This is an optimization exercise on Yosys and OpenROAD, whose aim is small area, a short achievable clock period and few clock cycles per item, not a production implementation. At most, simulation tests tie the RTL to the original design; equivalence was not proved. No driver is modelled on the clock port, so clock power and skew are understated where the tree is cut down; a real chip needs a root buffer or a tree. Power figures rest on the tool's default switching activity, not on a simulated workload.

## at_response_line_parser_unit
module at_response_line_parser_unit (
	input  logic         clk,
	input  logic         arst_n,
	input  logic         in_valid,
	input  logic [7:0]   in_data,
	output logic         in_ready,
	output logic         out_valid,
	input  logic         out_ready,
	output logic [1:0]   out_kind,
	output logic [7:0]   out_byte,
	output logic         out_line_ok,
	output logic [15:0]  out_bad_line_count,
	output logic         out_last
);
Size in the first run: ~540 cells after synthesis, ~42 I/O pins.
clock: 14.0 ns
lec_check: 0
cap_margin: 20
core_margin: 2
core_utilization: 40
gpl_routability_driven: 1
place_density: 0.6
slew_margin: 20
synth_hierarchical: 1
synth_minimum_keep_size: 0
standard.sh (not shown) runs the stock make flow with config.mk's settings and CLKGATE_MAP_FILE= SYNTH_SCRIPT=/design/flow/synth_recipe.tcl, a recipe that flattens the netlist after the stock synthesis.
==> flow/flow/run.sh <==
#!/bin/bash
# The standard layout with these changes:
#  - synthesis maps logic with ABC's delay-targeted 'map' (flow/map.abc);
#  - the ports get plain sky130_fd_sc_hd__buf_1 buffers;
#  - the clock tree is one level: the flip-flops are split into 4 groups by position and
#    each group gets a clkbuf_16 driven from the clock port (flow/clock_tree.tcl), in
#    place of ORFS's CTS step;
#  - timing repair after placement and after global routing only resizes gates, and aims
#    at 10.5 ns of setup slack at the design's 14 ns clock (ORFS's own repair aims at
#    0 ns, which every path meets with room to spare).
set -euo pipefail
work=$PWD
# Synthesis: the standard flow's script, with the logic mapped by flow/map.abc (delay-targeted 'map')
# instead of ORFS's abc_speed script.
cat > "$work/my_synth.tcl" <<EOT
proc abc {args} {
  set i [lsearch \$args -script]
  if {\$i >= 0} { lset args [expr {\$i + 1}] $work/flow/map.abc }
  yosys abc {*}\$args
}
source $work/synth_recipe.tcl
EOT
sed "s#SYNTH_SCRIPT=[^ ]*#SYNTH_SCRIPT=$work/my_synth.tcl#" standard.sh > my_standard.sh
export BUFFER_PORTS_ARGS="-buffer_cell sky130_fd_sc_hd__buf_1"
bash my_standard.sh place > flow_place.log 2>&1
export SETUP_SLACK_MARGIN=10.5
export SETUP_MOVE_SEQUENCE=sizeup,swap
RESULTS_DIR=$work/orfs/results/sky130hd/at_response_line_parser_unit/base \
LIB_FILE=$FLOW_HOME/platforms/sky130hd/lib/sky130_fd_sc_hd__tt_025C_1v80.lib \
PLATFORM_DIR=$FLOW_HOME/platforms/sky130hd \
DONT_USE_CELLS="$(make -s -C $FLOW_HOME DESIGN_CONFIG=$work/config.mk WORK_HOME=$work/orfs print-DONT_USE_CELLS | sed 's/^DONT_USE_CELLS: //')" \
CLK_GROUPS=4 CLK_CELL=sky130_fd_sc_hd__clkbuf_16 \
  openroad -no_init -exit flow/clock_tree.tcl > flow_clock_tree.log 2>&1
bash my_standard.sh finish > flow_finish.log 2>&1
Other scripts of this flow, unchanged in this note and not shown: flow/flow/clock_tree.tcl, flow/flow/map.abc
Testbench counts at the start, summed over its fixed seeds: cycles 71,637, bytes 57,729.
Next try:
--- a/flow/design.v
+++ b/flow/design.v
@@ -10,44 +10,58 @@
 	output logic [1:0] r_kind,
 	output logic [7:0] r_byte,
 	output logic       r_ok,
 	output logic       r_last,
 	output logic       rej        
 );
 	logic        r0_v;
 	logic [7:0]  r0_d;
 	logic        fin;
+	logic        tbs;       
+	logic        absorb;    
+	logic        tb_ans;    
+	logic [9:0]  st_p;      
 	logic [9:0]  st_q, st_d;
 	atrlp_inbuf u_inbuf (
 		.clk      (clk),
 		.arst_n   (arst_n),
 		.in_valid (in_valid),
 		.in_data  (in_data),
 		.in_ready (in_ready),
 		.ov       (ov),
 		.ordy     (ordy),
 		.fin      (fin),
+		.absorb   (absorb),
+		.tbs      (tbs),
 		.r0_v     (r0_v),
 		.r0_d     (r0_d)
 	);
 	atrlp_parse u_parse (
 		.r0_v   (r0_v),
 		.c      (r0_d),
+		.absorb (absorb),
+		.tb_ans (tb_ans),
 		.st_q   (st_q),
-		.st_d   (st_d),
+		.st_d   (st_p),
 		.fin    (fin),
 		.emit   (emit),
 		.r_kind (r_kind),
 		.r_byte (r_byte),
 		.r_ok   (r_ok),
 		.rej    (rej)
 	);
 	assign r_last = fin;
+	atrlp_absorb u_absorb (
+		.tb     (tbs && absorb && fin),
+		.tb_ans (tb_ans),
+		.st_p   (st_p),
+		.st_d   (st_d)
+	);
 	atrlp_streg #(.W(4)) u_state_ph (
 		.clk    (clk),
 		.arst_n (arst_n),
 		.ov     (ov),
 		.ordy   (ordy),
 		.pre    (r0_v),
 		.d      (st_d[9:6]),
 		.q      (st_q[9:6])
 	);
@@ -55,18 +69,26 @@
 		.clk    (clk),
 		.arst_n (arst_n),
 		.ov     (ov),
 		.ordy   (ordy),
 		.pre    (r0_v),
 		.d      (st_d[5:0]),
 		.q      (st_q[5:0])
 	);
 endmodule
+module atrlp_absorb (
+	input  logic       tb,
+	input  logic       tb_ans,
+	input  logic [9:0] st_p,
+	output logic [9:0] st_d
+);
+	assign st_d = st_p | {4'b0000, tb && tb_ans, 3'b000, tb && !tb_ans, 1'b0};
+endmodule
 module atrlp_streg #(
 	parameter int W = 1
 ) (
 	input  logic         clk,
 	input  logic         arst_n,
 	input  logic         ov,
 	input  logic         ordy,
 	input  logic         pre,
 	input  logic [W-1:0] d,
@@ -82,53 +104,70 @@
 module atrlp_inbuf (
 	input  logic       clk,
 	input  logic       arst_n,
 	input  logic       in_valid,
 	input  logic [7:0] in_data,
 	output logic       in_ready,
 	input  logic       ov,
 	input  logic       ordy,
 	input  logic       fin,
+	input  logic       absorb,
+	output logic       tbs,
 	output logic       r0_v,
 	output logic [7:0] r0_d
 );
 	logic       r1_v;
 	logic [7:0] r1_d;
 	logic       rdy_q;     
-	logic       free;
+	logic       done;      
+	logic       free;      
+	logic       swap;      
+	logic       attach;    
 	assign in_ready = rdy_q;
-	assign free     = !r0_v || ((!ov || ordy) && fin);
+	assign done     = (!ov || ordy) && fin;
+	assign free     = !r0_v || (done && (!tbs || absorb));
+	assign swap     = r0_v && done && tbs && !absorb;
+	assign attach   = in_valid && rdy_q && in_data == 8'h5C && r0_v && !done && !tbs;
 	always_ff @(posedge clk or negedge arst_n) begin
 		if (!arst_n) begin
 			r0_v  <= 1'b0;
 			r1_v  <= 1'b0;
 			rdy_q <= 1'b1;
+			tbs   <= 1'b0;
 		end else begin
 			if (free) begin
 				r0_v  <= r1_v || in_valid;
 				r1_v  <= 1'b0;
 				rdy_q <= 1'b1;
-			end else if (in_valid && !r1_v) begin
+			end else if (in_valid && !r1_v && !attach) begin
 				r1_v  <= 1'b1;
 				rdy_q <= 1'b0;
 			end
+			if (free || swap)
+				tbs <= 1'b0;
+			else if (attach)
+				tbs <= 1'b1;
 		end
 	end
 	always_ff @(posedge clk) begin
 		if (free)
 			r0_d <= r1_v ? r1_d : in_data;
+		else if (swap)
+			r0_d <= 8'h5C;
 		if (!r1_v)
 			r1_d <= in_data;
 	end
 endmodule
 module atrlp_parse (
 	input  logic        r0_v,
 	input  logic [7:0]  c,
+	output logic        absorb,
+	output logic        tb_ans,    
 	input  logic [9:0]  st_q,
 	output logic [9:0]  st_d,
 	output logic        fin,
 	output logic        emit,
 	output logic [1:0]  r_kind,
 	output logic [7:0]  r_byte,
 	output logic        r_ok,
 	output logic        rej
 );
@@ -170,18 +209,23 @@
 	logic       lcr_q, lcr_d;  
 	logic       l2_q, l2_d;    
 	logic       hcr_q, hcr_d;  
 	logic [5:0] sub_q, sub_d;  
 	assign {ph_q, hcr_q, sub_q} = st_q;
 	assign {bs_q, fs_q, lcr_q, l2_q} = sub_q;
 	assign mp_q = sub_q[2:1];
 	assign q_q  = sub_q[0];
 	assign st_d = {ph_d, hcr_d, sub_d};
+	logic to_ans;
+	assign to_ans = (ph_q == PH_REQ) && (mp_q == 2'd2) && (c == CH_EQ) && !hcr_q;
+	assign absorb = !eol && !c_cr && !c_bs &&
+		(ph_q == PH_ANS || (ph_q == PH_REQ && !((mp_q == 2'd1) && (c == CH_LR) && !hcr_q)));
+	assign tb_ans = to_ans || ph_q == PH_ANS;
 	always_comb begin
 		if (ph_q == PH_REQ)
 			sub_d = (ph_d == PH_REQ) ? {3'b000, mp_d, q_d} : 6'b000000;
 		else
 			sub_d = {bs_d, fs_d, lcr_d, l2_d};
 	end
 	logic       eol, virt, c_cr, c_bs, c_blank;
 	logic [7:0] x, e, d, up;
 	logic       x_bs, x_blank_out, esc, seen;
Result: The changed run finished clean; combinational power grows by 6.7%; fmax shrinks by about 7%; via count grows by about 6.5%; synthesized cell count grows by about 10%; clock power shrinks by about 0.8%; global-route usage shrinks by 0.19 points; core utilization grows by 0.49 points; setup slack degrades by 0.26 ns.
Function not checked in the second run of this note: the RTL went through the layout flow alone. No run of this note takes its clock network from TritonCTS; it comes from the design's own scripts or RTL.

==> re-timing with driven ports <==
The flow's constraints put no driver on any port. The routed layouts listed below were extracted and timed again, unchanged, in two steps.
Step 1: set_driving_cell puts a clkbuf_16 on clk and a buf_2 on each other input, an assumption about the parent block.
Step 2 times the ports against the registers' clock, not the clock port: input delays grow and output delays shrink by t, the midpoint of the rising clock arrivals with the driver on.
Slacks: ideal ports / drivers / drivers and shift; pairs: ideal ports / drivers.
run | t, ns | setup slack, ns | worst setup path after step 2 | worst slew at a driven data input, ns | cell pins on the clock port's net
the first run | 0.219 | 10.414 / 10.326 / 10.292 | input to register | 0.05 | 4
the second run | 0.216 | 10.153 / 10.198 / 9.981 | input to register | 0.06 | 4
After both steps setup and hold are still met in every run listed. The setup slack of the second run, which loses most, moves by +0.045 ns with the drivers and by -0.172 ns with both steps.
